What follows belongs to an exercise in optimizing a design on an open flow for small area; a production flow would make more cautious choices.
Where RTL was checked, it was by simulation tests only, not by an equivalence proof against the original.
The RTL of run 1 was laid out without a check of its function.
Power figures rest on the tool's default switching activity, not on a simulated workload.

File: flow/flow/run.sh
#!/bin/bash
# Standard ORFS layout (the standard.sh) with two changes that only
# affect buffering: the port buffers use the smallest buffer cell, and the
# clock tree uses the given buffers and clustering, without dummy loads.
set -euo pipefail
export BUFFER_PORTS_ARGS="-buffer_cell sky130_fd_sc_hd__buf_1"
export CTS_ARGS="-sink_clustering_enable -repair_clock_nets -dont_use_dummy_load -buf_list {sky130_fd_sc_hd__clkbuf_4 sky130_fd_sc_hd__clkbuf_8} -sink_clustering_size 10 -sink_clustering_max_diameter 40"
bash standard.sh > run_standard.log 2>&1
File: flow/standard.sh
#!/bin/bash
# synth_recipe.tcl (not shown) runs the flow's synth.tcl, then flattens the netlist and writes it again
# the make line also repeats each setting of config.mk as NAME=value (left out here)
make -C /OpenROAD-flow-scripts/flow DESIGN_CONFIG=/design/flow/config.mk WORK_HOME=/design/flow/orfs CLKGATE_MAP_FILE= SYNTH_SCRIPT=/design/flow/synth_recipe.tcl "${@:-finish}"
File: flow/config.mk
export PLATFORM = sky130hd
export DESIGN_NAME = cpu_top
export DESIGN_NICKNAME = cpu_top
export VERILOG_FILES = /design/flow/design.v
export SDC_FILE = /design/flow/constraint.sdc
export NUM_CORES = 4
export LEC_CHECK = 0
export ABC_AREA = 1
export CAP_MARGIN = 20
export CORE_MARGIN = 2
export CORE_UTILIZATION = 40
export SLEW_MARGIN = 20
File: flow/constraint.sdc
create_clock -name core_clock -period 8.0 [get_ports {clk}]
set_input_delay 1.6000 -clock core_clock [delete_from_list [all_inputs] [get_ports {clk}]]
set_output_delay 1.6000 -clock core_clock [all_outputs]
set_load 0.01 [all_outputs]
File: flow/design.v
`timescale 1ns/10ps
package isa_pkg;
    localparam int INSTR_W = 18;
    localparam int OPCODE_MSB = 17;
    localparam int OPCODE_LSB = 14;
    localparam int R1_LSB = 10;
    localparam int R2_LSB = 6;
    localparam int R3_LSB = 2;
    localparam int IMM_W = 6;          
    localparam int JUMP_TGT_LSB = 4;   
    typedef enum logic [OPCODE_MSB-OPCODE_LSB:0] {
        OP_ADD     = 4'b0000,
        OP_ADDI    = 4'b0001,
        OP_NOR     = 4'b0010,
        OP_CMP     = 4'b0011,
        OP_AND     = 4'b0100,
        OP_ANDI    = 4'b0101,
        OP_NAND    = 4'b0110,
        OP_ILLEGAL = 4'b0111,   
        OP_LD      = 4'b1000,
        OP_ST      = 4'b1001,
        OP_JE      = 4'b1010,   
        OP_JA      = 4'b1011,   
        OP_JB      = 4'b1100,   
        OP_JAE     = 4'b1101,   
        OP_JBE     = 4'b1110,   
        OP_JUMP    = 4'b1111    
    } opcode_e;
endpackage
`timescale 1ns/10ps
package core_pkg;
    localparam int WORD_W = 18;
    localparam int ADDR_W = 10;       
    localparam int REG_ADDR_W = 4;
    localparam int NUM_REGS = 16;
    typedef enum logic [3:0] {
        S_INIT   = 4'd0,
        S_FETCH  = 4'd1,
        S_DECODE = 4'd2,
        S_ALU    = 4'd3,
        S_CMP    = 4'd4,
        S_LD     = 4'd5,
        S_ST     = 4'd6,
        S_JUMP   = 4'd7,
        S_WRITE  = 4'd8
    } state_e;
    typedef enum logic [1:0] {
        ALU_ADD  = 2'b00,
        ALU_NOR  = 2'b01,
        ALU_AND  = 2'b10,
        ALU_NAND = 2'b11
    } alu_op_e;
endpackage
`timescale 1ns/10ps
module fetch_unit (
    input  logic       clk,
    input  logic       reset,
    input  logic       step,
    input  logic       jump,
    input  logic [9:0] target,
    output logic [9:0] pc
);
    always_ff @(posedge clk or posedge reset) begin
        if (reset) begin
            pc <= '0;
        end else if (step & jump) begin
            pc <= target;
        end else begin
            pc <= pc + {9'd0, step};
        end
    end
endmodule
`timescale 1ns/10ps
module control_fsm (
    input  logic clk,
    input  logic reset,
    output logic p0,
    output logic p7,
    output logic p8,
    output logic [3:0] ph,
    output logic init
);
    always_ff @(posedge clk or posedge reset) begin
        if (reset) begin
            ph   <= '0;
            init <= 1'b1;
        end else begin
            ph   <= ph[3] ? 4'd0 : ph + 1'b1;
            if (p7) init <= 1'b0;
        end
    end
    assign p0 = ~|ph;
    assign p7 = &ph[2:0];
    assign p8 = ph[3];
endmodule
`timescale 1ns/10ps
module register_file (
    input  logic        clk,
    input  logic [15:0] we,
    input  logic [1:0]  wdata,
    input  logic [3:0]  raddr_a,
    input  logic [3:0]  raddr_b,
    output logic [1:0]  rdata_a,
    output logic [1:0]  rdata_b
);
    logic [8:0] lane0 [16];
    logic [8:0] lane1 [16];
    always_ff @(posedge clk) begin
        for (int r = 0; r < 16; r++) begin
            lane0[r] <= {lane0[r][0], lane0[r][8:2], we[r] ? wdata[0] : lane0[r][1]};
            lane1[r] <= {lane1[r][0], lane1[r][8:2], we[r] ? wdata[1] : lane1[r][1]};
        end
    end
    logic [15:0] head0, head1;
    always_comb begin
        for (int r = 0; r < 16; r++) begin
            head0[r] = lane0[r][0];
            head1[r] = lane1[r][0];
        end
    end
    function automatic logic sel16(input logic [15:0] d, input logic [3:0] lo, input logic [3:0] hi);
        logic [3:0] m;
        for (int g = 0; g < 4; g++) m[g] = |(d[4*g +: 4] & lo);
        sel16 = |(m & hi);
    endfunction
    logic [3:0] lo_a, hi_a, lo_b, hi_b;
    always_comb begin
        for (int i = 0; i < 4; i++) begin
            lo_a[i] = (raddr_a[1:0] == 2'(i));
            hi_a[i] = (raddr_a[3:2] == 2'(i));
            lo_b[i] = (raddr_b[1:0] == 2'(i));
            hi_b[i] = (raddr_b[3:2] == 2'(i));
        end
    end
    assign rdata_a = {sel16(head1, lo_a, hi_a), sel16(head0, lo_a, hi_a)};
    assign rdata_b = {sel16(head1, lo_b, hi_b), sel16(head0, lo_b, hi_b)};
endmodule
`timescale 1ns/10ps
module execute_unit (
    input  logic       clk,
    input  logic       reset,
    input  logic [3:0] op,
    input  logic       p0,
    input  logic       p8,
    input  logic [1:0] a,        
    input  logic [1:0] b,        
    output logic [1:0] res,
    output logic       zero_flag,
    output logic       carry_flag
);
    logic       is_cmp;
    logic       cy;
    logic       cin;
    logic [1:0] x;
    logic [2:0] sum;
    assign is_cmp = (op == 4'b0011);
    assign x      = is_cmp ? ~a : a;              
    assign cin    = p0 ? is_cmp : cy;
    assign sum    = {1'b0, x} + {1'b0, b} + {2'b00, cin};
    always_ff @(posedge clk) begin
        cy <= sum[2];
    end
    always_comb begin
        case (op[2:1])
            2'b00:   res = op[3] ? b : sum[1:0];    
            2'b01:   res = ~(a | b);                
            2'b10:   res = a & b;                   
            default: res = ~(a & b);                
        endcase
    end
    always_ff @(posedge clk or posedge reset) begin
        if (reset) begin
            zero_flag  <= 1'b0;
            carry_flag <= 1'b0;
        end else if (is_cmp) begin
            zero_flag <= (p0 | zero_flag) & (a == b);
            if (p8) carry_flag <= ~sum[2];
        end
    end
endmodule
`timescale 1ns/10ps
module cpu_top (
    input  logic        clk,
    input  logic        reset,
    output logic [9:0]  instr_addr,
    input  logic [17:0] instr_data,
    output logic [9:0]  mem_addr,
    output logic [17:0] mem_wdata,
    output logic        mem_we,
    output logic        mem_re,
    input  logic [17:0] mem_rdata
);
    logic [3:0]  op;
    logic [3:0]  ph;
    logic        p0, p7, p8, init;
    logic        is_alu, is_cmp, is_ld, is_st, use_imm, rb_r1;
    logic        taken;
    logic [3:0]  ra, rb;
    logic [1:0]  a, bp, b, imm2, res, wd;
    logic [15:0] t;
    logic        pend;
    logic [3:0]  rd;
    logic [15:0] we;
    logic        zf, cf;
    assign op      = instr_data[17:14];
    assign is_alu  = ~op[3] & ~(op[1] & op[0]);
    assign is_cmp  = (op == 4'b0011);
    assign is_ld   = (op == 4'b1000);
    assign is_st   = (op == 4'b1001);
    assign use_imm = ~op[3] & ~op[1] & op[0];
    assign rb_r1   = is_cmp | is_st;
    always_comb begin
        case (op)
            4'b1010: taken = zf & ~cf;
            4'b1011: taken = ~zf & ~cf;
            4'b1100: taken = cf & ~zf;
            4'b1101: taken = ~cf;
            4'b1110: taken = cf | zf;
            4'b1111: taken = 1'b1;
            default: taken = 1'b0;
        endcase
    end
    control_fsm i_control_fsm (
        .clk   (clk),
        .reset (reset),
        .p0    (p0),
        .p7    (p7),
        .p8    (p8),
        .ph    (ph),
        .init  (init)
    );
    fetch_unit i_fetch_unit (
        .clk    (clk),
        .reset  (reset),
        .step   (p7),
        .jump   (taken),
        .target (instr_data[13:4]),
        .pc     (instr_addr)
    );
    always_ff @(posedge clk or posedge reset) begin
        if (reset) begin
            pend <= 1'b0;
        end else if (p7) begin
            pend <= is_alu | is_ld;
        end
    end
    always_ff @(posedge clk) begin
        if (p7) rd <= instr_data[13:10];
    end
    always_comb begin
        for (int r = 0; r < 16; r++) we[r] = init | (pend & (rd == 4'(r)));
    end
    assign wd = init ? 2'b00 : (p8 & is_ld) ? mem_rdata[1:0] : t[1:0];
    assign ra = instr_data[9:6];
    assign rb = rb_r1 ? instr_data[13:10] : instr_data[5:2];
    register_file i_register_file (
        .clk     (clk),
        .we      (we),
        .wdata   (wd),
        .raddr_a (ra),
        .raddr_b (rb),
        .rdata_a (a),
        .rdata_b (bp)
    );
    always_comb begin
        case (ph)
            4'd0:    imm2 = instr_data[1:0];
            4'd1:    imm2 = instr_data[3:2];
            4'd2:    imm2 = instr_data[5:4];
            default: imm2 = 2'b00;
        endcase
    end
    assign b = use_imm ? imm2 : bp;
    execute_unit i_execute_unit (
        .clk        (clk),
        .reset      (reset),
        .op         (op),
        .p0         (p0),
        .p8         (p8),
        .a          (a),
        .b          (b),
        .res        (res),
        .zero_flag  (zf),
        .carry_flag (cf)
    );
    always_ff @(posedge clk) begin
        if (p8 & is_ld) t <= mem_rdata[17:2];
        else            t <= {res, t[15:2]};
    end
    assign mem_addr  = instr_data[9:0];
    assign mem_re    = p7 & is_ld;
    assign mem_we    = p8 & is_st;
    assign mem_wdata = {bp, t};
endmodule
==> run_results.csv, run 1 <==
group,metric,value,unit
run_status,run_status,"complete, no violations",
grt,grtUsageTotal,15.0,%
place,numPortBuffers,77,
critical_path,critical_path_required,6.40,ns
critical_path,endpoint_kind,"primary output",
cts,postCtsSetupBuffers,0,
die,core,22400,sq um
sta,fmax,0.199,GHz
yosys,ys_types,37,
sta,maxSlewViolCount,0,
detailed_routing,wl,17300,um
critical_path,cp_top_family,"simple AND/OR/NAND/NOR gates",
critical_path,worstSetupPathType,"in -> out",
sta,min_period_over_period,63.0,%
yosys,synth_cells,807,
yosys,ys_seq_area_share,73.5,%
detailed_routing,final_antenna_net_count,0,
detailed_routing,wl_per_cell,14.6,um
min_path,hold_depth,0,
critical_path,worstRegToRegCells,11,
sta,hold_viol_final,0,
layout,n_antenna_cell,0,
cts,path_clk_slew,0.06,ns
cts,htreeDepth,2,
cts,clock-sinks,327,
run,max_cap_viol_count,0,
sta,rsz0062_at_grt,"false",
yosys,synth.cell_area,9080,sq um
layout,fill_cells,2099,
cts,clkLatencyLatePin,0.53,ns
yosys,yosys_warnings,7,
critical_path,crit_chain,"buf_1 -> nand2_1 -> inv_2 -> nand2_2 -> nand2_4 -> nand2_2 -> nand2_4 -> nand2_1 -> o22ai_1 -> nor2_1 -> nor2_1 -> nor2_1 -> nand2_1 -> buf_1",
yosys,syn_nets,858,
sta,final.setup.worst_slack,2.96,ns
die,die_x,155,um
cts,cts_buffer_depth,3,
critical_path,cp.depth,14,
layout,regArea,6680,sq um
place,globalplace.congestion,0.892,
die,start_util,40.5,%
min_path,min_path_type,"reg -> reg",
grt,grt-ovfl-total,0,
yosys,synth.avg_cell_area,11.3,sq um
cts,cts_resized,0,
sta,worst_pin_slew,0.922,ns
cts,cts_made_buffers,41,
die,die_area,23900,sq um
sta,tns,0,ns
critical_path,start_kind,"primary input",
sta,setup_viol,0,
critical_path,critPathBufInv,3,
layout,drive_above_1_share,7.33,%
power,p_per_area,283,nW/um^2
die,pin_count,78,
layout,final_nets,954,
die,die_h,155,um
critical_path,cp.arrival,3.44,ns
power,leakagePower,4.27,nW
yosys,ys_seq_elements,327,
detailed_routing,drc,0,
critical_path,cpPeakStageDelay,0.32,ns
layout,final_common_cell,"dfxtp_1",
sta,skew,0.0480,ns
cts,cts_tree,"yes",
layout,multi_input_area,1990,sq um
layout,area_delta_synth_final,11.8,%
place,dp_slack,3.02,ns
grt,first_global_vias,5081,
layout,final_cell_mix,"305 x dfxtp_1, 135 x nand2_1, 77 x buf_1",
critical_path,r2r_start,"i_register_file.lane0[2][0]",
critical_path,crit_slowest_cell,"buf_1",
cts,root_buffer,"clkbuf_8",
detailed_routing,dr.pass1.iters,5,
power,vdd_drop_max,0.000145,V
grt,antenna_found_initial,0,
grt,grt_max_degree,20,
critical_path,crit_path_max_fanout,10,
grt,grt_pass1_wl,27600,um
detailed_routing,vias,5321,
detailed_routing,via_per_inst,4.49,
sta,relSlewSlack,38.0,%
detailed_routing,drt_iter0_markers,304,
die,rows,55,
critical_path,startpoint,"instr_data[15]",
min_path,hold_start,"i_register_file.lane1[12][8]",
place,dpl.hpwl,12200,um
sta,layout_min_cycle_time,5.04,ns
cts,cts_hold_buffers,0,
-- final cells by class --
type                    count  share of cell area, %
clock buffers              41                   5.56
inverters                  69                   2.55
flip-flops and latches    327                   65.8
well taps                 285                   3.51
multi-input cells         386                   19.7
repair buffers             78                   2.92
-- logic make-up (layout without fill, tap and decap cells) --
| family | count (synthesis) | after routing | share of synthesized area, % |
|---|---|---|---|
| simple gates | 270 | 270 | 12.8 |
| fa+ha+maj | 13 | 13 | 1.96 |
| xor+xnor | 9 | 9 | 0.868 |
| buf+inv | 94 | 188 | 4.51 |
| flops | 327 | 327 | 73.5 |
| compound gates | 87 | 87 | 5.59 |
| mux | 7 | 7 | 0.785 |
-- cell usage after synthesis (all sizes together) --
cell     count  area, sq um
buf         19          128
inv         69          259
ha          11          138
a41oi        5         43.8
mux2i        6         60.1
xor2         6         52.6
nand3       55          275
xnor2        3         26.3
nor2        61          236
nor3         4         20.0
nand3b       1         7.51
clkbuf       6         22.5
o31ai        1         7.51
nor4         2         12.5
edfxtp       4          120
o21ai       47          243
a31oi        3         18.8
dfxtp      305         6110
o2111ai      1         8.76
mux2         1         11.3
nand4        1         6.26
a21oi        9         45.0
a32o         1         10.0
o221ai       1         8.76
nand2      146          601
o21a         3         22.5
fa           2         40.0
o22ai       16          100
dfstp        1         26.3
dfrtp       17          425
-- routing by layer --
layer | vias up | global-route usage (%) | share of wire (%)
met5 | - | 0 | 0
met4 | 0 | 5.47 | 2.4
met3 | 30 | 3.81 | 5.6
met2 | 172 | 22.4 | 43
met1 | 2387 | 21.1 | 49
li1 | 2732 | - | -
-- path summary, 6_finish.rpt --
check | endpoint | slack, ns
worst min-delay path | i_register_file.lane1[12][7] | 0.30
max in group asynchronous | pend | 6.34
worst max register to register | t[15] | 5.13
worst max-delay path | mem_wdata[17] | 2.96
min in group asynchronous | i_fetch_unit.pc[5] | 1.17
worst min register to register | i_register_file.lane1[12][7] | 0.30
-- worst register-to-register path, stage by stage (launching register included) --
cell and delay [ns]:
dfxtp_1 0.41, nand3_1 0.13, a41oi_1 0.13, nor4_1 0.69, xor2_1 0.18, fa_1 0.45, fa_1 0.49, a21oi_1 0.07
nand2_1 0.08, nand2_1 0.05, nand2_1 0.06, nand2_1 0.05
-- flip-flops by register name (all words and copies together), names as in the netlist --
register                   count
i_register_file.lane0        144
i_register_file.lane1        144
t                             16
i_fetch_unit.pc               10
i_control_fsm.ph               4
rd                             4
i_control_fsm.init             1
i_execute_unit.carry_flag      1
i_execute_unit.cy              1
i_execute_unit.zero_flag       1
pend                           1
-- power by group --
part	switching [mW]	leakage (nW)	internal (mW)
sequential	0.0410	2.77	1.71
clock	0.494	0.295	0.454
combinational	0.115	1.20	0.0587
-- per-stage QoR --
step           util, %  power (mW)  hold WS [ns]  instance area, sq um  std cells
6_report          45.2        2.88         0.302                 10100       1186
3_3_place_gp      42.7        1.96         0.310                  9580       1145
3_5_place_dp      42.7        1.96         0.312                  9580       1145
2_1_floorplan        -        1.89         0.310                  9080        807
5_1_grt           45.2        3.01         0.298                 10100       1186
4_1_cts           45.2        2.92         0.299                 10100       1186
==> run 2, diff against run 1 <==
--- a/flow/design.v
+++ b/flow/design.v
@@ -140,6 +140,7 @@
     input  logic       clk,
     input  logic       reset,
     input  logic [3:0] op,
+    input  logic       is_alu,
     input  logic       p0,
     input  logic       p8,
     input  logic [1:0] a,        
@@ -161,12 +162,15 @@
         cy <= sum[2];
     end
     always_comb begin
-        case (op[2:1])
-            2'b00:   res = op[3] ? b : sum[1:0];    
-            2'b01:   res = ~(a | b);                
-            2'b10:   res = a & b;                   
-            default: res = ~(a & b);                
-        endcase
+        if (!is_alu) res = b;
+        else begin
+            case (op[2:1])
+                2'b00:   res = sum[1:0];            
+                2'b01:   res = ~(a | b);            
+                2'b10:   res = a & b;               
+                default: res = ~(a & b);            
+            endcase
+        end
     end
     always_ff @(posedge clk or posedge reset) begin
         if (reset) begin
@@ -193,12 +197,11 @@
     logic [3:0]  op;
     logic [3:0]  ph;
     logic        p0, p7, p8, init;
-    logic        is_alu, is_cmp, is_ld, is_st, use_imm, rb_r1;
+    logic        is_alu, is_cmp, is_ld, is_st, use_imm;
     logic        taken;
     logic [3:0]  ra, rb;
     logic [1:0]  a, bp, b, imm2, res, wd;
     logic [15:0] t;
-    logic        pend;
     logic [3:0]  rd;
     logic [15:0] we;
     logic        zf, cf;
@@ -208,7 +211,6 @@
     assign is_ld   = (op == 4'b1000);
     assign is_st   = (op == 4'b1001);
     assign use_imm = ~op[3] & ~op[1] & op[0];
-    assign rb_r1   = is_cmp | is_st;
     always_comb begin
         case (op)
             4'b1010: taken = zf & ~cf;
@@ -237,22 +239,15 @@
         .target (instr_data[13:4]),
         .pc     (instr_addr)
     );
-    always_ff @(posedge clk or posedge reset) begin
-        if (reset) begin
-            pend <= 1'b0;
-        end else if (p7) begin
-            pend <= is_alu | is_ld;
-        end
-    end
     always_ff @(posedge clk) begin
         if (p7) rd <= instr_data[13:10];
     end
     always_comb begin
-        for (int r = 0; r < 16; r++) we[r] = init | (pend & (rd == 4'(r)));
+        for (int r = 0; r < 16; r++) we[r] = init | (rd == 4'(r));
     end
     assign wd = init ? 2'b00 : (p8 & is_ld) ? mem_rdata[1:0] : t[1:0];
     assign ra = instr_data[9:6];
-    assign rb = rb_r1 ? instr_data[13:10] : instr_data[5:2];
+    assign rb = is_alu ? instr_data[5:2] : instr_data[13:10];
     register_file i_register_file (
         .clk     (clk),
         .we      (we),
@@ -275,6 +270,7 @@
         .clk        (clk),
         .reset      (reset),
         .op         (op),
+        .is_alu     (is_alu),
         .p0         (p0),
         .p8         (p8),
         .a          (a),
==> flow/flow/run.sh (replaced) <==
#!/bin/bash
# The standard layout (standard.sh) with three changes:
# - synthesis maps the logic with an area-oriented ABC script (flow/abc_area.script)
#   in place of ORFS's; everything else in synthesis is unchanged;
# - the port buffers use the smallest buffer cell;
# - the clock tree uses the given buffers and clustering, without dummy loads.
set -euo pipefail
rm -rf synth_scripts
cp -r "$FLOW_HOME/scripts" synth_scripts
cp flow/abc_area.script synth_scripts/abc_area.script
SCRIPTS_DIR="$PWD/synth_scripts" bash standard.sh synth > run_synth.log 2>&1
export BUFFER_PORTS_ARGS="-buffer_cell sky130_fd_sc_hd__buf_1"
export CTS_ARGS="-sink_clustering_enable -repair_clock_nets -dont_use_dummy_load -buf_list sky130_fd_sc_hd__clkbuf_8 -sink_clustering_size 16 -sink_clustering_max_diameter 60"
bash standard.sh > run_standard.log 2>&1
==> flow/flow/abc_area.script (new file) <==
strash
balance
rewrite
refactor
balance
rewrite
rewrite -z
balance
refactor -z
rewrite -z
balance
dch -f
map -a
topo
==> run 2 against run 1 <==
Effect of this change: maximum frequency down 12%; sequential power barely moved; utilization increased by 0.070 points; clock skew is 0.0065 ns higher; hold slack worse by 0.040 ns; first-iteration DRC count decreased by 2.3%; non-clock buffer count increased by 2; combinational power is 9% lower; sequential share of layout area up 3.8 points; final area is 5.9% lower; largest cell class unchanged; largest power group unchanged.
==> run_results.csv, run 2 <==
group,metric,value,unit
run_status,run_status,"complete, no violations",
critical_path,r2r_start,"i_control_fsm.ph[0]",
cts,postCtsSetupBuffers,0,
critical_path,crit_slowest_cell,"nor2_1",
critical_path,cp_top_family,"simple AND/OR/NAND/NOR gates",
critical_path,endpoint_kind,"primary output",
die,die_x,151,um
critical_path,crit_chain,"buf_1 -> nand2_1 -> nand2_1 -> clkinv_1 -> nand2_1 -> nand2_1 -> nor2_1 -> a22oi_1 -> nand3_1 -> a22oi_1 -> nand2_1 -> buf_1",
yosys,synth.avg_cell_area,12.1,sq um
die,rows,53,
sta,setup_viol,0,
yosys,synth-edff-count,4,
sta,hold_viol_final,0,
detailed_routing,vias,4987,
die,die_area,22800,sq um
critical_path,worstRegToRegCells,12,
detailed_routing,final_antenna_net_count,0,
cts,path_clk_slew,0.09,ns
cts,clock-sinks,326,
yosys,yosys-top-cells-area,"dfxtp_1 71%, dfrtp_1 4.6%, nand2_1 4.5%, nand3_1 3.9%, o21ai_0 2.6%",
die,core,21100,sq um
power,design_power_total,2.65,mW
place,dpl.hpwl,10800,um
yosys,synth.cell_area,8640,sq um
layout,drive_above_1_share,3.59,%
detailed_routing,dr.pass1.iters,5,
yosys,synth-main-ff-cell,"dfxtp_1",
cts,clkLatencyLatePin,0.52,ns
critical_path,critPathBufInv,3,
yosys,syn_nets,765,
yosys,synth_cells,714,
sta,fmax,0.175,GHz
layout,final_common_cell,"dfxtp_1",
detailed_routing,drt_iter0_markers,297,
sta,min_period_over_period,71.2,%
min_path,min_path_type,"reg -> reg",
grt,grt-ovfl-total,0,
cts,htreeDepth,1,
cts,cts_resized,0,
grt,first_global_vias,4455,
layout,finalNonFillerCells,1082,
sta,relSlewSlack,41.9,%
sta,maxSlewViolCount,0,
yosys,synth.most_common_cell,"dfxtp_1",
grt,grt_max_degree,30,
grt,antenna_found_initial,0,
yosys,async_flop_share,5.21,%
die,die_h,151,um
min_path,hold_start,"i_register_file.lane1[6][4]",
power,vdd_drop_max,0.000144,V
layout,final_nets,860,
critical_path,cpPeakStageDelay,0.56,ns
place,dp.cells,1057,
critical_path,startpoint,"instr_data[15]",
yosys,synthXorXnorAreaFrac,0.912,%
yosys,yosys.area.top_type,"dfxtp_1",
yosys,yosysTopAreaCellShare,70.6,%
run,max_cap_viol_count,0,
place,globalplace.congestion,0.861,
detailed_routing,drc,0,
yosys,synth_fa_ha_area_share,2.06,%
detailed_routing,wl,15600,um
detailed_routing,via_per_inst,4.61,
min_path,worstHoldEndpoint,"i_register_file.lane1[6][3]",
cts,cts_made_buffers,25,
critical_path,start_kind,"primary input",
layout,final_cell_mix,"305 x dfxtp_1, 103 x nand2_1, 77 x buf_1",
layout,fill_cells,1996,
critical_path,reg2reg_to,"t[15]",
critical_path,cp.arrival,4.10,ns
yosys,synth_compound_gate_area_share,6.64,%
yosys,ys_seq_elements,326,
die,start_util,41.0,%
power,p_per_area,278,nW/um^2
yosys,yosys.area_share.simple,10.8,%
sta,layout_min_cycle_time,5.70,ns
grt,grtUsageTotal,13.7,%
cts,root_buffer,"clkbuf_8",
min_path,hold_depth,0,
place,numPortBuffers,77,
yosys,synth_mux_area_share,0,%
critical_path,critical_path_required,6.40,ns
yosys,synth_top_family_by_area,"simple AND/OR/NAND/NOR gates",
layout,area_delta_synth_final,10.5,%
yosys,synth_common_cells,"305 x dfxtp_1, 103 x nand2_1, 67 x nand3_1",
detailed_routing,wl_per_cell,14.5,um
power,leakagePower,3.83,nW
sta,tns,0,ns
layout,n_antenna_cell,0,
critical_path,rrSetupSlack,4.99,ns
cts,cts_hold_buffers,0,
layout,top_regs,"i_register_file.lane0: 144 flops, i_register_file.lane1: 144 flops, t: 16 flops",
die,pin_count,78,
sta,worst_pin_slew,0.867,ns
cts,cts_tree,"yes",
yosys,ys_seq_area_share,77.0,%
grt,grt_pass1_wl,23900,um
yosys,yosys_warnings,7,
sta,skew,0.0545,ns
yosys,ys_types,25,
critical_path,crit_path_max_fanout,18,
cts,cts_buffer_depth,3,
critical_path,crit_top_cell,"nand2_1",
critical_path,cp.depth,12,
critical_path,worstSetupPathType,"in -> out",
sta,rsz0062_at_grt,"false",
run 2: changes by cell type after synthesis, moves of 12 or more:
cell,change
nor2_1,-15
o22ai_1,-14
nand3_1,+12
a22oi_1,+28
inv_1,-63
clkinv_1,+36
nand2_1,-32
run 2: how the worst max path moves through the flow:
stage                    end  slack [ns]
3_3_place_gp   mem_wdata[16]        2.40
3_5_place_dp   mem_wdata[16]        2.34
4_1_cts        mem_wdata[16]        2.33
2_1_floorplan  mem_wdata[16]        3.27
6_report       mem_wdata[16]        2.30
5_1_grt        mem_wdata[16]        1.97
run 2: area by class of cell:
type                       count  area [sq um]  share of cell area (%)
timing repair buffer          80           312                    3.26
sequential                   326          6650                    69.6
clock buffer                  25           344                    3.60
multi-input combinational    340          1770                    18.5
tap                          275           344                    3.60
inverter                      36           135                    1.41
run 2: worst register-to-register path, stage by stage (launching register included):
cell      delay (ns)
dfrtp_1         0.42
clkinv_1        0.14
ha_1            0.20
nor3b_1         0.17
a32o_1          0.25
o22ai_1         0.21
clkinv_1        0.18
fa_1            0.43
fa_1            0.49
a21oi_1         0.06
a21oi_1         0.16
o21ai_0         0.08
o21ai_0         0.16
run 2: kinds of logic (layout without fill, tap and decap cells):
group           after synthesis  count (layout)
fa+ha+maj                    13              13
buf+inv                      48             141
simple gates                222             222
compound gates               96              96
xor+xnor                      9               9
flops                       326             326
run 2: metal layers:
metal  global-route usage (%)  wire length [um]  vias to the layer above
li1                         -                 -                     2525
met1                     20.7              7910                     2285
met2                     19.9              6600                      140
met3                     2.41               745                       37
met4                     4.35               394                        0
met5                        0                 0                        -
run 2: per-stage QoR:
step	util, %	hold slack [ns]	setup WS (ns)	area [sq um]
CTS	45.3	0.262	2.33	9550
floorplan	-	0.310	3.27	8640
global placement	43.7	0.310	2.40	9210
global route	45.3	0.269	1.97	9550
finish	45.3	0.263	2.30	9550
detailed placement	43.7	0.312	2.34	9210
run 2: where the power goes:
group          switching (mW)  total, mW  internal [mW]
clock network           0.449      0.729          0.280
registers              0.0474       1.77           1.72
logic                   0.101      0.157         0.0566
total                   0.597       2.65           2.06
==> run 3, diff against run 2 <==
==> flow/flow/abc_area.script (replaced) <==
strash
dch
map -a
topo
==> run 3 against run 2 <==
Effect of this change: cell count shrank 0.65%; first-iteration DRC count grew 3.4%; global-route usage grew 0.15 points; register-to-register slack gained 0.15 ns; sequential cell count is the same; final area is essentially flat; synthesized area is essentially flat; synthesized cell count shrank 0.98%; sequential share of layout area is essentially flat; combinational power shrank 6%; critical path type unchanged; critical endpoint unchanged.
==> run_results.csv, run 3 <==
group,metric,value,unit
sta,rsz0062_at_grt,"false",
cts,clock-sinks,326,
yosys,synth-edff-count,4,
yosys,async_flop_share,5.21,%
layout,drive_above_1_share,3.75,%
critical_path,critical_path_required,6.40,ns
yosys,syn_nets,758,
die,die_area,22800,sq um
layout,post-route-util,45.2,%
sta,skew,0.0344,ns
critical_path,worstRegToRegCells,13,
sta,hold_viol_final,0,
sta,fmax,0.177,GHz
yosys,synth.cell_area,8650,sq um
place,globalplace.congestion,0.882,
power,leakagePower,3.76,nW
die,pin_count,78,
critical_path,worstSetupPathType,"in -> out",
yosys,ys_seq_area_share,76.9,%
critical_path,endpoint_kind,"primary output",
die,die_h,151,um
detailed_routing,via_per_inst,4.62,
die,rows,53,
cts,root_buffer,"clkbuf_8",
detailed_routing,wl_per_cell,14.6,um
sta,tns,0,ns
cts,clkLatencyLatePin,0.52,ns
min_path,min_path_type,"reg -> reg",
grt,antenna_found_initial,0,
sta,maxSlewViolCount,0,
detailed_routing,drt_iter0_markers,307,
cts,cts_resized,0,
power,design_power_total,2.62,mW
cts,path_clk_slew,0.09,ns
grt,grtUsageTotal,13.8,%
place,dpl.hpwl,11100,um
critical_path,cp_top_family,"simple AND/OR/NAND/NOR gates",
cts,postCtsSetupBuffers,0,
power,vdd_drop_max,0.000159,V
yosys,yosys.area.top_type,"dfxtp_1",
critical_path,critPathBufInv,5,
layout,top_regs,"i_register_file.lane0: 144 flops, i_register_file.lane1: 144 flops, t: 16 flops",
yosys,synth.most_common_cell,"dfxtp_1",
yosys,yosys_warnings,7,
layout,final_common_cell,"dfxtp_1",
critical_path,cp.arrival,4.04,ns
cts,cts_tree,"yes",
sta,layout_min_cycle_time,5.64,ns
critical_path,cp.depth,13,
yosys,yosysTopAreaCellShare,70.6,%
detailed_routing,drc,0,
layout,area_delta_synth_final,10.4,%
die,start_util,40.9,%
sta,whs,0.288,ns
critical_path,crit_slowest_cell,"nor2_1",
detailed_routing,vias,4969,
grt,grt_max_degree,30,
layout,n_antenna_cell,0,
critical_path,cpPeakStageDelay,0.40,ns
yosys,ys_types,28,
layout,fill_cells,1936,
cts,htreeDepth,1,
power,p_per_area,274,nW/um^2
detailed_routing,dr.pass1.iters,5,
detailed_routing,wl,15700,um
yosys,yosys-top-cells-area,"dfxtp_1 71%, dfrtp_1 4.6%, nand2_1 4.1%, o21ai_0 2.9%, nand3_1 2.5%",
sta,relSlewSlack,45.9,%
yosys,synth-main-ff-cell,"dfxtp_1",
grt,grt-ovfl-total,0,
sta,min_period_over_period,70.5,%
yosys,synth_cells,707,
sta,worst_pin_slew,0.806,ns
grt,first_global_vias,4564,
yosys,ys_seq_elements,326,
place,dp_slack,2.41,ns
sta,setup_viol,0,
sta,final.setup.worst_slack,2.36,ns
detailed_routing,final_antenna_net_count,0,
critical_path,start_kind,"primary input",
min_path,hold_depth,0,
place,numPortBuffers,77,
layout,final_cell_mix,"305 x dfxtp_1, 95 x nand2_1, 77 x buf_1",
die,core,21200,sq um
cts,cts_made_buffers,24,
yosys,synth_common_cells,"305 x dfxtp_1, 95 x nand2_1, 52 x clkinv_1",
cts,cts_hold_buffers,0,
run,max_cap_viol_count,0,
run_status,run_status,"complete, no violations",
die,die_x,151,um
cts,cts_buffer_depth,3,
yosys,synth.avg_cell_area,12.2,sq um
grt,grt_pass1_wl,24200,um
layout,final_nets,853,
critical_path,crit_chain,"buf_1 -> clkinv_1 -> nor2_1 -> nor2_1 -> clkinv_1 -> o21ai_0 -> clkinv_1 -> nor2_1 -> a22oi_1 -> o221ai_1 -> a22oi_1 -> nand2_1 -> buf_1",
critical_path,crit_path_max_fanout,8,
[run 3: power breakdown]
part | internal [mW] | switching, mW | total [mW]
Combinational | 0.0530 | 0.0943 | 0.147
Sequential | 1.71 | 0.0462 | 1.76
Clock | 0.270 | 0.439 | 0.709
Total | 2.04 | 0.580 | 2.62
[run 3: routing by layer]
metal,GRT usage [%],share of wire [%]
met1,19.5,48
met2,21.7,43
met3,2.23,5.4
met4,4.86,3.0
met5,0,0
[run 3: area by class of cell]
| type | count | area (sq um) | share of cell area [%] |
|---|---|---|---|
| Clock buffer | 24 | 330 | 3.46 |
| Inverter | 52 | 195 | 2.04 |
| Multi-Input combinational cell | 317 | 1710 | 17.9 |
| Sequential cell | 326 | 6650 | 69.6 |
| Tap cell | 275 | 344 | 3.60 |
| Timing Repair Buffer | 81 | 319 | 3.34 |
[run 3: logic make-up after synthesis]
| logic type | count (synthesis) | share of synthesized area [%] |
|---|---|---|
| AOI/OAI and AO/OA | 101 | 7.35 |
| xor gates and xnor gates | 8 | 0.810 |
| adders and majority gates | 13 | 2.05 |
| buffers and inverters | 64 | 3.30 |
| DFF | 326 | 76.9 |
| muxes | 1 | 0.130 |
| and+or+nand+nor | 194 | 9.43 |
[run 3: worst register-to-register path: stages (launching register included)]
cell and delay (ns):
dfrtp_1 0.42, clkinv_1 0.12, ha_1 0.20, nor3b_1 0.18
a22oi_1 0.20, nand2_1 0.07, nand2_1 0.06, nand2_1 0.13
fa_1 0.43, fa_1 0.50, nand2_1 0.06, a32oi_1 0.18
o21ai_0 0.11, o21ai_0 0.18
[run 3: final timing paths]
kind | to | slack [ns] | from
max | mem_wdata[16] | 2.36 | instr_data[15]
min | i_register_file.lane0[13][5] | 0.29 | i_register_file.lane0[13][6]
max reg2reg | t[15] | 5.14 | i_control_fsm.ph[0]
min reg2reg | i_register_file.lane0[13][5] | 0.29 | i_register_file.lane0[13][6]
max in group asynchronous | i_control_fsm.ph[3] | 6.57 | reset
min in group asynchronous | i_fetch_unit.pc[0] | 1.06 | reset
[run 3: stage by stage]
step | cell area (sq um) | cells
finish | 9550 | 1075
CTS | 9550 | 1075
detailed placement | 9220 | 1051
floorplan | 8650 | 707
global placement | 9220 | 1051
global route | 9550 | 1075
==> run 4, diff against run 3 <==
--- a/flow/flow/run.sh
+++ b/flow/flow/run.sh
@@ -10,5 +10,5 @@
 cp flow/abc_area.script synth_scripts/abc_area.script
 SCRIPTS_DIR="$PWD/synth_scripts" bash standard.sh synth > run_synth.log 2>&1
 export BUFFER_PORTS_ARGS="-buffer_cell sky130_fd_sc_hd__buf_1"
-export CTS_ARGS="-sink_clustering_enable -repair_clock_nets -dont_use_dummy_load -buf_list sky130_fd_sc_hd__clkbuf_8 -sink_clustering_size 16 -sink_clustering_max_diameter 60"
+export CTS_ARGS="-sink_clustering_enable -repair_clock_nets -dont_use_dummy_load -buf_list sky130_fd_sc_hd__clkbuf_8 -sink_clustering_size 20 -sink_clustering_max_diameter 50"
 bash standard.sh > run_standard.log 2>&1
==> run 4 against run 3 <==
Effect of this change: maximum frequency up 0.64%; count of clock-buffer cells in the layout did not move; largest cell class unchanged; hold slack got worse by 0.0066 ns; critical path type unchanged; still clean; sequential power hardly changed.
==> run_results.csv, run 4 <==
group,metric,value,unit
run_status,run_status,"complete, no violations",
sta,min_period_over_period,70.1,%
power,leakagePower,3.76,nW
detailed_routing,final_antenna_net_count,0,
layout,post-route-util,45.2,%
layout,final_common_cell,"dfxtp_1",
die,pin_count,78,
die,rows,53,
sta,layout_min_cycle_time,5.61,ns
power,p_per_area,275,nW/um^2
grt,grt_max_degree,30,
die,die_x,151,um
sta,fmax,0.178,GHz
sta,skew,0.0856,ns
place,dpl.hpwl,11100,um
sta,hold_viol_final,0,
cts,cts_resized,0,
run,max_cap_viol_count,0,
detailed_routing,dr.pass1.iters,7,
yosys,yosys-top-cells-area,"dfxtp_1 71%, dfrtp_1 4.6%, nand2_1 4.1%, o21ai_0 2.9%, nand3_1 2.5%",
layout,final_nets,853,
cts,clkLatencyLatePin,0.56,ns
critical_path,critical_path_required,6.40,ns
critical_path,crit_slowest_cell,"nor2_1",
critical_path,critPathBufInv,5,
critical_path,crit_chain,"buf_1 -> clkinv_1 -> nor2_1 -> nor2_1 -> clkinv_1 -> o21ai_0 -> clkinv_1 -> nor2_1 -> a22oi_1 -> o221ai_1 -> a22oi_1 -> nand2_1 -> buf_1",
grt,grtUsageTotal,13.9,%
detailed_routing,drc,0,
yosys,synth_cells,707,
cts,htreeDepth,1,
layout,final_cell_mix,"305 x dfxtp_1, 95 x nand2_1, 77 x buf_1",
yosys,synth.cell_area,8650,sq um
grt,first_global_vias,4549,
grt,grt-ovfl-total,0,
sta,relSlewSlack,46.4,%
detailed_routing,drt_iter0_markers,325,
critical_path,cp_top_family,"simple AND/OR/NAND/NOR gates",
cts,postCtsSetupBuffers,0,
detailed_routing,wl,15700,um
die,core,21200,sq um
layout,top_regs,"i_register_file.lane0: 144 flops, i_register_file.lane1: 144 flops, t: 16 flops",
yosys,synth.avg_cell_area,12.2,sq um
sta,whs,0.282,ns
place,numPortBuffers,77,
sta,maxSlewViolCount,0,
yosys,ys_seq_elements,326,
layout,finalNonFillerCells,1075,
critical_path,worstSetupPathType,"in -> out",
yosys,ys_types,28,
detailed_routing,via_per_inst,4.61,
critical_path,start_kind,"primary input",
yosys,async_flop_share,5.21,%
die,die_h,151,um
min_path,min_path_type,"reg -> reg",
yosys,synth.most_common_cell,"dfxtp_1",
yosys,yosysTopAreaCellShare,70.6,%
yosys,yosys_warnings,7,
cts,cts_buffer_depth,3,
cts,cts_tree,"yes",
cts,clock-sinks,326,
cts,path_clk_slew,0.11,ns
place,globalplace.congestion,0.882,
yosys,syn_nets,758,
yosys,synth_common_cells,"305 x dfxtp_1, 95 x nand2_1, 52 x clkinv_1",
detailed_routing,vias,4957,
critical_path,cp.arrival,4.01,ns
sta,setup_viol,0,
sta,rsz0062_at_grt,"false",
yosys,ys_seq_area_share,76.9,%
grt,grt_pass1_wl,24200,um
layout,n_antenna_cell,0,
yosys,synth-edff-count,4,
die,die_area,22800,sq um
layout,area_delta_synth_final,10.4,%
critical_path,endpoint_kind,"primary output",
sta,tns,0,ns
layout,drive_above_1_share,3.75,%
critical_path,cpPeakStageDelay,0.39,ns
critical_path,crit_path_max_fanout,8,
yosys,synth-main-ff-cell,"dfxtp_1",
sta,worst_pin_slew,0.799,ns
yosys,yosys.area.top_type,"dfxtp_1",
cts,root_buffer,"clkbuf_8",
cts,cts_made_buffers,24,
detailed_routing,wl_per_cell,14.6,um
cts,cts_hold_buffers,0,
die,start_util,40.9,%
power,vdd_drop_max,0.000165,V
place,dp.cells,1051,
grt,antenna_found_initial,0,
## run 4: cell counts after synthesis
No cell type changed its count.
## run 4: cells by family after synthesis
family          count (synthesis)  share of synthesized area (%)
compound gates                101                           7.35
fa+ha+maj                      13                           2.05
xor+xnor                        8                          0.810
buf+inv                        64                           3.30
mux                             1                          0.130
simple gates                  194                           9.43
flops                         326                           76.9
## run 4: layout make-up
cell class              instances  area (sq um)
fillers                      1921         11600
flip-flops and latches        326          6650
multi-input cells             317          1710
well taps                     275           344
clock buffers                  24           330
repair buffers                 81           319
inverters                      52           195
## run 4: worst paths after layout
check                           cells past startpoint  slack, ns                     endpoint                        start
worst max-delay path                               13       2.39                mem_wdata[16]               instr_data[15]
worst min-delay path                                0       0.28  i_register_file.lane1[4][4]  i_register_file.lane1[4][5]
worst max register to register                     13       5.04                        t[15]          i_control_fsm.ph[0]
worst min register to register                      0       0.28  i_register_file.lane1[4][4]  i_register_file.lane1[4][5]
max in group asynchronous                           2       6.53           i_control_fsm.init                        reset
min in group asynchronous                           2       1.01          i_control_fsm.ph[3]                        reset
## run 4: stage by stage
stage	setup slack (ns)	total power [mW]	cell area, sq um
floorplan	3.06	1.87	8650
global placement	2.49	1.94	9220
detailed placement	2.41	1.94	9220
CTS	2.41	2.66	9550
global route	2.08	2.74	9550
finish	2.39	2.62	9550
## run 4: worst reg2reg max path, stage by stage (launching register included)
cell and delay [ns]:
dfrtp_1 0.44, clkinv_1 0.12, ha_1 0.20, nor3b_1 0.18
a22oi_1 0.20, nand2_1 0.07, nand2_1 0.06, nand2_1 0.13
fa_1 0.43, fa_1 0.50, nand2_1 0.06, a32oi_1 0.17
o21ai_0 0.11, o21ai_0 0.18
## run 4: per-layer routing
metal	share of wire, %	up-vias	GRT usage (%)
li1	-	2499	-
met1	49	2278	19.7
met2	43	141	21.3
met3	5.0	39	2.50
met4	3.3	0	5.47
met5	0	-	0
## run 4: where the power goes
part	internal, mW	switching, mW
clock	0.269	0.447
sequential	1.71	0.0462
combinational	0.0530	0.0940
==> run 5, diff against run 4 <==
--- a/flow/flow/run.sh
+++ b/flow/flow/run.sh
@@ -10,5 +10,5 @@
 cp flow/abc_area.script synth_scripts/abc_area.script
 SCRIPTS_DIR="$PWD/synth_scripts" bash standard.sh synth > run_synth.log 2>&1
 export BUFFER_PORTS_ARGS="-buffer_cell sky130_fd_sc_hd__buf_1"
-export CTS_ARGS="-sink_clustering_enable -repair_clock_nets -dont_use_dummy_load -buf_list sky130_fd_sc_hd__clkbuf_8 -sink_clustering_size 20 -sink_clustering_max_diameter 50"
+export CTS_ARGS="-sink_clustering_enable -repair_clock_nets -dont_use_dummy_load -buf_list sky130_fd_sc_hd__clkbuf_8 -sink_clustering_size 19 -sink_clustering_max_diameter 80"
 bash standard.sh > run_standard.log 2>&1
==> run 5 against run 4 <==
Effect of this change: register-to-register slack better by 0.08 ns; critical path depth stayed put; setup slack worse by 0.028 ns; via count is 0.83% higher; largest power group unchanged; highest routed layer unchanged.
==> run_results.csv, run 5 <==
group,metric,value,unit
yosys,synthXorXnorAreaFrac,0.810,%
sta,min_period_over_period,70.4,%
cts,path_clk_slew,0.10,ns
critical_path,worstSetupPathType,"in -> out",
die,die_area,22800,sq um
yosys,synth-edff-count,4,
layout,top_regs,"i_register_file.lane0: 144 flops, i_register_file.lane1: 144 flops, t: 16 flops",
power,design_power_total,2.58,mW
yosys,yosys.area.top_type,"dfxtp_1",
cts,cts_hold_buffers,0,
detailed_routing,vias,4998,
sta,maxSlewViolCount,0,
critical_path,endpoint_kind,"primary output",
cts,postCtsSetupBuffers,0,
grt,grt_pass1_wl,24200,um
run,max_cap_viol_count,0,
die,start_util,40.9,%
critical_path,worstRegToRegCells,13,
sta,relSlewSlack,45.4,%
yosys,ys_types,28,
critical_path,crit_path_max_fanout,8,
yosys,synth-main-ff-cell,"dfxtp_1",
yosys,ys_seq_area_share,76.9,%
run_status,run_status,"complete, no violations",
yosys,synth_cells,707,
detailed_routing,wl_per_cell,14.6,um
yosys,async_flop_share,5.21,%
cts,cts_made_buffers,21,
power,leakagePower,3.74,nW
power,vdd_drop_max,0.000163,V
die,core,21200,sq um
die,die_x,151,um
critical_path,start_kind,"primary input",
cts,clkLatencyLatePin,0.54,ns
sta,rsz0062_at_grt,"false",
place,globalplace.congestion,0.882,
sta,layout_min_cycle_time,5.63,ns
min_path,hold_depth,0,
layout,final_common_cell,"dfxtp_1",
min_path,min_path_type,"reg -> reg",
cts,cts_tree,"yes",
grt,grtUsageTotal,13.9,%
yosys,synth.avg_cell_area,12.2,sq um
yosys,yosysTopAreaCellShare,70.6,%
critical_path,cpPeakStageDelay,0.41,ns
yosys,synth.cell_area,8650,sq um
cts,root_buffer,"clkbuf_8",
place,dp.cells,1051,
layout,final_cell_mix,"305 x dfxtp_1, 95 x nand2_1, 77 x buf_1",
cts,clock-sinks,326,
critical_path,cp.arrival,4.03,ns
cts,htreeDepth,1,
grt,antenna_found_initial,0,
sta,setup_viol,0,
die,rows,53,
critical_path,crit_chain,"buf_1 -> clkinv_1 -> nor2_1 -> nor2_1 -> clkinv_1 -> o21ai_0 -> clkinv_1 -> nor2_1 -> a22oi_1 -> o221ai_1 -> a22oi_1 -> nand2_1 -> buf_1",
place,dpl.hpwl,11100,um
layout,drive_above_1_share,3.39,%
detailed_routing,via_per_inst,4.66,
grt,grt_max_degree,30,
critical_path,crit_slowest_cell,"nor2_1",
die,pin_count,78,
sta,tns,0,ns
yosys,synth.most_common_cell,"dfxtp_1",
power,p_per_area,271,nW/um^2
yosys,ys_seq_elements,326,
yosys,yosys.area_share.simple,9.43,%
yosys,synth_top_family_by_area,"simple AND/OR/NAND/NOR gates",
yosys,yosys-top-cells-area,"dfxtp_1 71%, dfrtp_1 4.6%, nand2_1 4.1%, o21ai_0 2.9%, nand3_1 2.5%",
cts,cts_resized,0,
sta,worst_pin_slew,0.814,ns
detailed_routing,dr.pass1.iters,5,
layout,final_nets,850,
critical_path,critical_path_required,6.40,ns
layout,area_delta_synth_final,9.97,%
place,numPortBuffers,77,
grt,first_global_vias,4518,
yosys,syn_nets,758,
detailed_routing,drc,0,
yosys,synth_fa_ha_area_share,2.05,%
layout,regArea,6650,sq um
layout,finalNonFillerCells,1072,
detailed_routing,wl,15600,um
yosys,synth_compound_gate_area_share,7.35,%
grt,grt-ovfl-total,0,
sta,fmax,0.177,GHz
cts,cts_buffer_depth,3,
yosys,yosys_warnings,7,
yosys,synth_mux_area_share,0.130,%
detailed_routing,drt_iter0_markers,300,
layout,fill_cells,1938,
yosys,synth_common_cells,"305 x dfxtp_1, 95 x nand2_1, 52 x clkinv_1",
sta,hold_viol_final,0,
die,die_h,151,um
layout,n_antenna_cell,0,
detailed_routing,final_antenna_net_count,0,
layout,multi_input_area,1710,sq um
sta,skew,0.0612,ns
==> run 5: worst max-delay path: cells and delay by family <==
kind / cells / cell delay (ns)
AND/OR/NAND/NOR: 4 / 0.87
buffers and inverters: 5 / 0.86
AO/OA/AOI/OAI: 4 / 0.71
==> run 5: layout make-up <==
class | count | share of cell area (%)
tap | 275 | 3.62
timing repair buffer | 81 | 3.35
clock buffer | 21 | 3.04
sequential | 326 | 70.0
multi-input combinational | 317 | 18.0
inverter | 52 | 2.05
==> run 5: worst paths after layout <==
kind | startpoint | end | slack (ns)
max | instr_data[15] | mem_wdata[16] | 2.37
min | i_register_file.lane1[8][8] | i_register_file.lane1[8][7] | 0.25
max reg2reg | i_control_fsm.ph[0] | t[15] | 5.12
min reg2reg | i_register_file.lane1[8][8] | i_register_file.lane1[8][7] | 0.25
max in group asynchronous | reset | i_control_fsm.init | 6.59
min in group asynchronous | reset | i_execute_unit.carry_flag | 1.02
==> run 5: per-layer routing <==
layer,track usage [%],vias up,part of all wire [%]
met5,0,-,0
li1,-,2489,-
met4,5.14,0,2.9
met1,19.8,2305,47
met3,2.32,32,6.5
met2,21.4,172,43
==> run 5: cell families (layout without fill, tap and decap cells) <==
family / Yosys count / in the layout
adder cells (fa/ha/maj): 13 / 13
flip-flops: 326 / 326
AND/OR/NAND/NOR: 194 / 194
XOR/XNOR: 8 / 8
buffers and inverters: 64 / 154
AO/OA/AOI/OAI: 101 / 101
multiplexers: 1 / 1
==> run 5: power by group <==
group          switching [mW]  internal, mW  leakage [nW]
registers              0.0456          1.71          2.76
clock network           0.438         0.237         0.151
logic                  0.0940        0.0530         0.824
total                   0.578          2.00          3.74
==> run 5: stage by stage <==
stage	cell area [sq um]	hold WS, ns	utilization, %	setup slack, ns
after floorplan	8650	0.310	-	3.06
after global placement	9220	0.310	43.6	2.49
after detailed placement	9220	0.312	43.6	2.41
after CTS	9510	0.249	45.0	2.41
after global routing	9510	0.253	45.0	2.08
final	9510	0.253	45.0	2.37
==> run 6, diff against run 5 <==
--- a/flow/flow/run.sh
+++ b/flow/flow/run.sh
@@ -10,5 +10,5 @@
 cp flow/abc_area.script synth_scripts/abc_area.script
 SCRIPTS_DIR="$PWD/synth_scripts" bash standard.sh synth > run_synth.log 2>&1
 export BUFFER_PORTS_ARGS="-buffer_cell sky130_fd_sc_hd__buf_1"
-export CTS_ARGS="-sink_clustering_enable -repair_clock_nets -dont_use_dummy_load -buf_list sky130_fd_sc_hd__clkbuf_8 -sink_clustering_size 19 -sink_clustering_max_diameter 80"
+export CTS_ARGS="-sink_clustering_enable -repair_clock_nets -dont_use_dummy_load -buf_list sky130_fd_sc_hd__clkbuf_8 -sink_clustering_size 20 -sink_clustering_max_diameter 80"
 bash standard.sh > run_standard.log 2>&1
==> run 6 against run 5 <==
Effect of this change: die area did not move; combinational power barely moved; critical endpoint unchanged; still clean; largest cell class unchanged; non-clock buffer count unchanged.
==> run_results.csv, run 6 <==
group,metric,value,unit
run_status,run_status,"complete, no violations",
power,p_switching,0.578,mW
grt,grt-ovfl-total,0,
grt,antenna_found_initial,0,
die,core,21200,sq um
critical_path,cpPeakStageDelay,0.40,ns
cts,path_clk_slew,0.11,ns
grt,first_global_vias,4523,
sta,fmax,0.177,GHz
critical_path,start_kind,"primary input",
die,pin_count,78,
detailed_routing,drt_iter0_markers,263,
yosys,ys_types,28,
power,power.internal,1.99,mW
cts,cts_resized,0,
run,max_cap_viol_count,0,
layout,post-route-util,44.9,%
grt,grt_max_degree,30,
sta,worst_pin_slew,0.802,ns
sta,final.setup.worst_slack,2.36,ns
cts,cts_tree,"yes",
yosys,synth-main-ff-cell,"dfxtp_1",
die,die_x,151,um
layout,n_antenna_cell,0,
die,start_util,40.9,%
critical_path,crit_path_max_fanout,8,
layout,fill_cells,1938,
detailed_routing,dr.pass1.iters,5,
die,die_area,22800,sq um
layout,drive_above_1_share,3.27,%
yosys,yosys_warnings,7,
layout,design_area,9500,sq um
power,leakagePower,3.73,nW
yosys,synth-edff-count,4,
layout,final_nets,849,
cts,cts_hold_buffers,0,
yosys,yosys-top-cells-area,"dfxtp_1 71%, dfrtp_1 4.6%, nand2_1 4.1%, o21ai_0 2.9%, nand3_1 2.5%",
place,dpl.hpwl,11100,um
sta,hold_viol_final,0,
layout,top_regs,"i_register_file.lane0: 144 flops, i_register_file.lane1: 144 flops, t: 16 flops",
cts,postCtsSetupBuffers,0,
grt,grt_pass1_wl,24100,um
place,dp_slack,2.41,ns
power,p_per_area,271,nW/um^2
yosys,ys_seq_elements,326,
layout,final_cell_mix,"305 x dfxtp_1, 95 x nand2_1, 77 x buf_1",
die,die_h,151,um
yosys,synth.cell_area,8650,sq um
critical_path,cp_top_family,"simple AND/OR/NAND/NOR gates",
yosys,synth.most_common_cell,"dfxtp_1",
min_path,min_path_type,"reg -> reg",
sta,layout_min_cycle_time,5.64,ns
sta,relSlewSlack,46.2,%
sta,min_period_over_period,70.5,%
sta,maxSlewViolCount,0,
cts,cts_buffer_depth,3,
detailed_routing,via_per_inst,4.63,
detailed_routing,drc,0,
layout,area_delta_synth_final,9.81,%
power,p_sw_share,22.5,%
power,vdd_drop_max,0.000171,V
yosys,syn_nets,758,
sta,setup_viol,0,
yosys,synth_cells,707,
grt,grtUsageTotal,13.9,%
critical_path,critical_path_required,6.40,ns
sta,skew,0.0480,ns
critical_path,crit_chain,"buf_1 -> clkinv_1 -> nor2_1 -> nor2_1 -> clkinv_1 -> o21ai_0 -> clkinv_1 -> nor2_1 -> a22oi_1 -> o221ai_1 -> a22oi_1 -> nand2_1 -> buf_1",
cts,clkLatencyLatePin,0.53,ns
critical_path,critPathBufInv,5,
detailed_routing,wl_per_cell,14.6,um
power,p_comb_share,5.7,%
critical_path,crit_slowest_cell,"nor2_1",
detailed_routing,wl,15700,um
layout,final_common_cell,"dfxtp_1",
place,dpl_cell_area,9220,sq um
power,clock_power_share,25.9,%
yosys,synth.avg_cell_area,12.2,sq um
yosys,async_flop_share,5.21,%
detailed_routing,final_antenna_net_count,0,
sta,tns,0,ns
critical_path,endpoint_kind,"primary output",
yosys,synth_common_cells,"305 x dfxtp_1, 95 x nand2_1, 52 x clkinv_1",
cts,root_buffer,"clkbuf_8",
critical_path,worstSetupPathType,"in -> out",
sta,whs,0.270,ns
detailed_routing,vias,4960,
place,globalplace.congestion,0.882,
cts,clock-sinks,326,
yosys,yosys.area.top_type,"dfxtp_1",
cts,cts_made_buffers,20,
die,rows,53,
power,p_seq_share,68.4,%
critical_path,cp.arrival,4.04,ns
sta,rsz0062_at_grt,"false",
place,numPortBuffers,77,
yosys,ys_seq_area_share,76.9,%
cts,htreeDepth,1,
yosys,yosysTopAreaCellShare,70.6,%
[run 6: logic make-up after synthesis]
| kind of cell | Yosys count | share of synthesized area (%) |
|---|---|---|
| buffers and inverters | 64 | 3.30 |
| DFF | 326 | 76.9 |
| and+or+nand+nor | 194 | 9.43 |
| adders and majority gates | 13 | 2.05 |
| muxes | 1 | 0.130 |
| AOI/OAI and AO/OA | 101 | 7.35 |
| xor gates and xnor gates | 8 | 0.810 |
[run 6: per-stage QoR]
| stage | total power [mW] | std cells |
|---|---|---|
| after global routing | 2.69 | 1071 |
| after floorplan | 1.87 | 707 |
| after detailed placement | 1.94 | 1051 |
| final | 2.57 | 1071 |
| after global placement | 1.94 | 1051 |
| after CTS | 2.60 | 1071 |
[run 6: path summary, 6_finish.rpt]
path / slack (ns) / endpoint / depth (start not counted) / startpoint
setup / recovery: 2.36 / mem_wdata[16] / 13 / instr_data[15]
hold / removal: 0.27 / i_register_file.lane0[13][4] / 0 / i_register_file.lane0[13][5]
setup reg to reg: 5.10 / t[15] / 13 / i_control_fsm.ph[0]
hold reg to reg: 0.27 / i_register_file.lane0[13][4] / 0 / i_register_file.lane0[13][5]
max in group asynchronous: 6.61 / i_control_fsm.init / 2 / reset
min in group asynchronous: 1.03 / i_fetch_unit.pc[5] / 2 / reset
[run 6: cell type report]
class	instances	area (sq um)	share of cell area [%]
clock buffers	20	275	2.90
inverters	52	195	2.06
multi-input cells	317	1710	18.0
flip-flops and latches	326	6650	70.1
well taps	275	344	3.62
repair buffers	81	319	3.36
[run 6: power groups by stage]
stage / clock (mW) / combinational, mW / sequential [mW]
global placement: 0 / 0.144 / 1.80
floorplan: 0 / 0.0766 / 1.80
CTS: 0.691 / 0.148 / 1.76
detailed placement: 0 / 0.147 / 1.80
global route: 0.755 / 0.165 / 1.77
finish: 0.665 / 0.147 / 1.76
[run 6: layer usage]
metal	wire length (um)	share of wire [%]	global-route usage (%)
met4	452	2.9	5.14
met3	921	5.9	2.56
met1	7570	48	19.6
met2	6730	43	21.4
met5	0	0	0
==> run 7, diff against run 6 <==
==> flow/flow/abc_area.script (replaced) <==
strash
dch -f
map -a
strash
dch -f
map -a
topo
==> run 7 against run 6 <==
Effect of this change: sequential power is essentially flat; clock power barely moved; count of clock-buffer cells in the layout unchanged; first-iteration DRC count up 23%; power increased by 0.31%; hold slack gained 0.030 ns; clock skew decreased by 0.015 ns; critical path type unchanged; critical endpoint is now mem_wdata[17]; largest cell class unchanged; highest routed layer unchanged.
==> run_results.csv, run 7 <==
group,metric,value,unit
run_status,run_status,"complete, no violations",
grt,grt_pass1_wl,24000,um
yosys,yosys.area_share.simple,9.81,%
place,dpl.hpwl,10700,um
yosys,syn_nets,761,
yosys,synthXorXnorAreaFrac,0.710,%
power,p_sw_share,22.5,%
sta,whs,0.301,ns
layout,final_common_cell,"dfxtp_1",
critical_path,worstSetupPathType,"in -> out",
yosys,synth.most_common_cell,"dfxtp_1",
critical_path,cp.arrival,3.71,ns
power,leakagePower,3.76,nW
yosys,synth_mux_area_share,0.261,%
die,core,21100,sq um
grt,grtUsageTotal,13.7,%
place,dp.cells,1053,
power,p_per_area,272,nW/um^2
layout,top_regs,"i_register_file.lane0: 144 flops, i_register_file.lane1: 144 flops, t: 16 flops",
power,design_power_total,2.58,mW
grt,grt-ovfl-total,0,
yosys,synth-main-ff-cell,"dfxtp_1",
cts,cts_made_buffers,20,
critical_path,endpoint_kind,"primary output",
sta,tns,0,ns
critical_path,crit_path_max_fanout,9,
yosys,ys_seq_area_share,77.0,%
die,die_h,151,um
sta,rsz0062_at_grt,"false",
sta,hold_viol_final,0,
sta,fmax,0.188,GHz
layout,drive_above_1_share,3.76,%
place,dp_slack,2.70,ns
run,max_cap_viol_count,0,
die,start_util,41.0,%
power,p_switching,0.580,mW
yosys,yosysTopAreaCellShare,70.7,%
cts,postCtsSetupBuffers,0,
layout,finalNonFillerCells,1073,
layout,final_nets,851,
yosys,yosys.area.top_type,"dfxtp_1",
power,power.internal,2.00,mW
yosys,synth.cell_area,8640,sq um
yosys,yosys-top-cells-area,"dfxtp_1 71%, dfrtp_1 4.6%, nand2_1 4.5%, o21ai_0 3.0%, a22oi_1 2.4%",
grt,grt_max_degree,30,
layout,fill_cells,2003,
power,clock_power_share,25.8,%
sta,relSlewSlack,43.9,%
grt,first_global_vias,4471,
yosys,yosys_warnings,7,
die,pin_count,78,
layout,final_cell_mix,"305 x dfxtp_1, 104 x nand2_1, 77 x buf_1",
cts,cts_tree,"yes",
min_path,min_path_type,"reg -> reg",
critical_path,critical_path_required,6.40,ns
yosys,synth_top_family_by_area,"simple AND/OR/NAND/NOR gates",
sta,worst_pin_slew,0.837,ns
detailed_routing,via_per_inst,4.58,
sta,maxSlewViolCount,0,
cts,path_clk_slew,0.11,ns
power,vdd_drop_max,0.000145,V
yosys,synth.avg_cell_area,12.2,sq um
sta,setup_viol,0,
yosys,ys_seq_elements,326,
die,rows,53,
cts,cts_buffer_depth,3,
yosys,synth_cells,710,
cts,clock-sinks,326,
layout,n_antenna_cell,0,
sta,final.setup.worst_slack,2.69,ns
layout,post-route-util,44.9,%
power,p_seq_share,68.3,%
die,die_area,22800,sq um
yosys,synth_compound_gate_area_share,7.40,%
yosys,ys_types,33,
die,die_x,151,um
cts,clkLatencyLatePin,0.53,ns
detailed_routing,dr.pass1.iters,5,
detailed_routing,final_antenna_net_count,0,
critical_path,start_kind,"primary input",
detailed_routing,drc,0,
sta,skew,0.0328,ns
place,dpl_cell_area,9200,sq um
place,numPortBuffers,77,
layout,design_area,9480,sq um
sta,layout_min_cycle_time,5.31,ns
cts,htreeDepth,1,
detailed_routing,wl,15300,um
detailed_routing,vias,4914,
cts,cts_hold_buffers,0,
cts,cts_resized,0,
yosys,synth-edff-count,4,
detailed_routing,drt_iter0_markers,324,
grt,antenna_found_initial,0,
sta,min_period_over_period,66.4,%
power,p_comb_share,5.9,%
place,globalplace.congestion,0.861,
detailed_routing,wl_per_cell,14.3,um
yosys,synth_common_cells,"305 x dfxtp_1, 104 x nand2_1, 52 x o21ai_0",
yosys,async_flop_share,5.21,%
layout,area_delta_synth_final,9.73,%
cts,root_buffer,"clkbuf_8",
yosys,synth_fa_ha_area_share,2.06,%
[run 7: kinds of logic (layout without fill, tap and decap cells)]
kind of cell / after synthesis / count (layout)
fa+ha+maj: 13 / 13
simple gates: 204 / 204
xor+xnor: 7 / 7
mux: 2 / 2
buf+inv: 51 / 139
flops: 326 / 326
compound gates: 107 / 107
[run 7: final timing paths]
kind                       slack [ns]                   startpoint                     endpoint  cells after the start
max                              2.69               instr_data[15]                mem_wdata[17]                     12
min                              0.30  i_register_file.lane0[4][3]  i_register_file.lane0[4][2]                      0
max reg2reg                      5.01  i_register_file.lane0[9][0]                        t[15]                     12
min reg2reg                      0.30  i_register_file.lane0[4][3]  i_register_file.lane0[4][2]                      0
max in group asynchronous        6.59                        reset           i_control_fsm.init                      2
min in group asynchronous        1.04                        reset           i_fetch_unit.pc[5]                      2
[run 7: power groups by stage]
stage	Clock, mW	Combinational [mW]	Sequential, mW
4_1_cts	0.694	0.154	1.76
2_1_floorplan	0	0.0841	1.80
5_1_grt	0.754	0.176	1.77
6_report	0.666	0.152	1.76
3_3_place_gp	0	0.151	1.80
3_5_place_dp	0	0.154	1.80
[run 7: routing by layer]
layer	share of wire, %	wire, um	up-vias	global-route usage, %
li1	-	-	2489	-
met1	49	7570	2229	20.5
met2	42	6360	166	20.3
met3	6.6	1010	30	2.56
met4	2.3	357	0	4.07
met5	0	0	-	0
[run 7: cell type report]
class / instances / area, sq um / area share (%)
Tap cell: 275 / 344 / 3.63
Sequential cell: 326 / 6650 / 70.2
Clock buffer: 20 / 275 / 2.90
Timing Repair Buffer: 80 / 312 / 3.29
Multi-Input combinational cell: 333 / 1750 / 18.4
Inverter: 39 / 146 / 1.54
[run 7: critical path, stage by stage]
cell and delay (ns):
buf_1 0.27, nand2_1 0.12, nand2_1 0.17, clkinv_1 0.22, nand2_1 0.13, nand2_1 0.09
nor2_1 0.44, a22oi_1 0.18, nand2_1 0.10, a22oi_1 0.08, nand2_1 0.11, buf_1 0.21

## static timing again, ports no longer ideal
No port has a modelled driver above. Below, the same layouts with a new extraction and two added sets of constraints.
Step 1 (the two cells are an assumption about what drives the block):
set clk [get_ports {clk}]
set_driving_cell -lib_cell sky130_fd_sc_hd__clkbuf_16 $clk
set_driving_cell -lib_cell sky130_fd_sc_hd__buf_2 [delete_from_list [all_inputs] $clk]
Step 2 moves the port delays by t, midway between the first and last clock arrival at a register: inputs arrive t later, outputs are due t later. That takes back most of the time a late clock gives input paths.
a / b / c = ideal / step 1 / step 2; a / b = the first two.
run	shift t [ns]	setup WS [ns]	worst setup path after step 2	cell pins on the clock port's net
run 1	0.549	2.964 / 2.939 / 2.939	input to output	1
run 2	0.541	2.301 / 2.281 / 2.281	input to output	1
run 3	0.538	2.358 / 2.339 / 2.339	input to output	1
run 4	0.557	2.394 / 2.375 / 2.375	input to output	1
run 5	0.555	2.366 / 2.347 / 2.347	input to output	1
run 6	0.545	2.361 / 2.342 / 2.342	input to output	1
run 7	0.559	2.690 / 2.667 / 2.667	input to output	1
After both steps setup and hold are still met in every run listed. The setup slack of run 1, which loses most, moves by -0.025 ns with the drivers and by -0.025 ns with both steps.
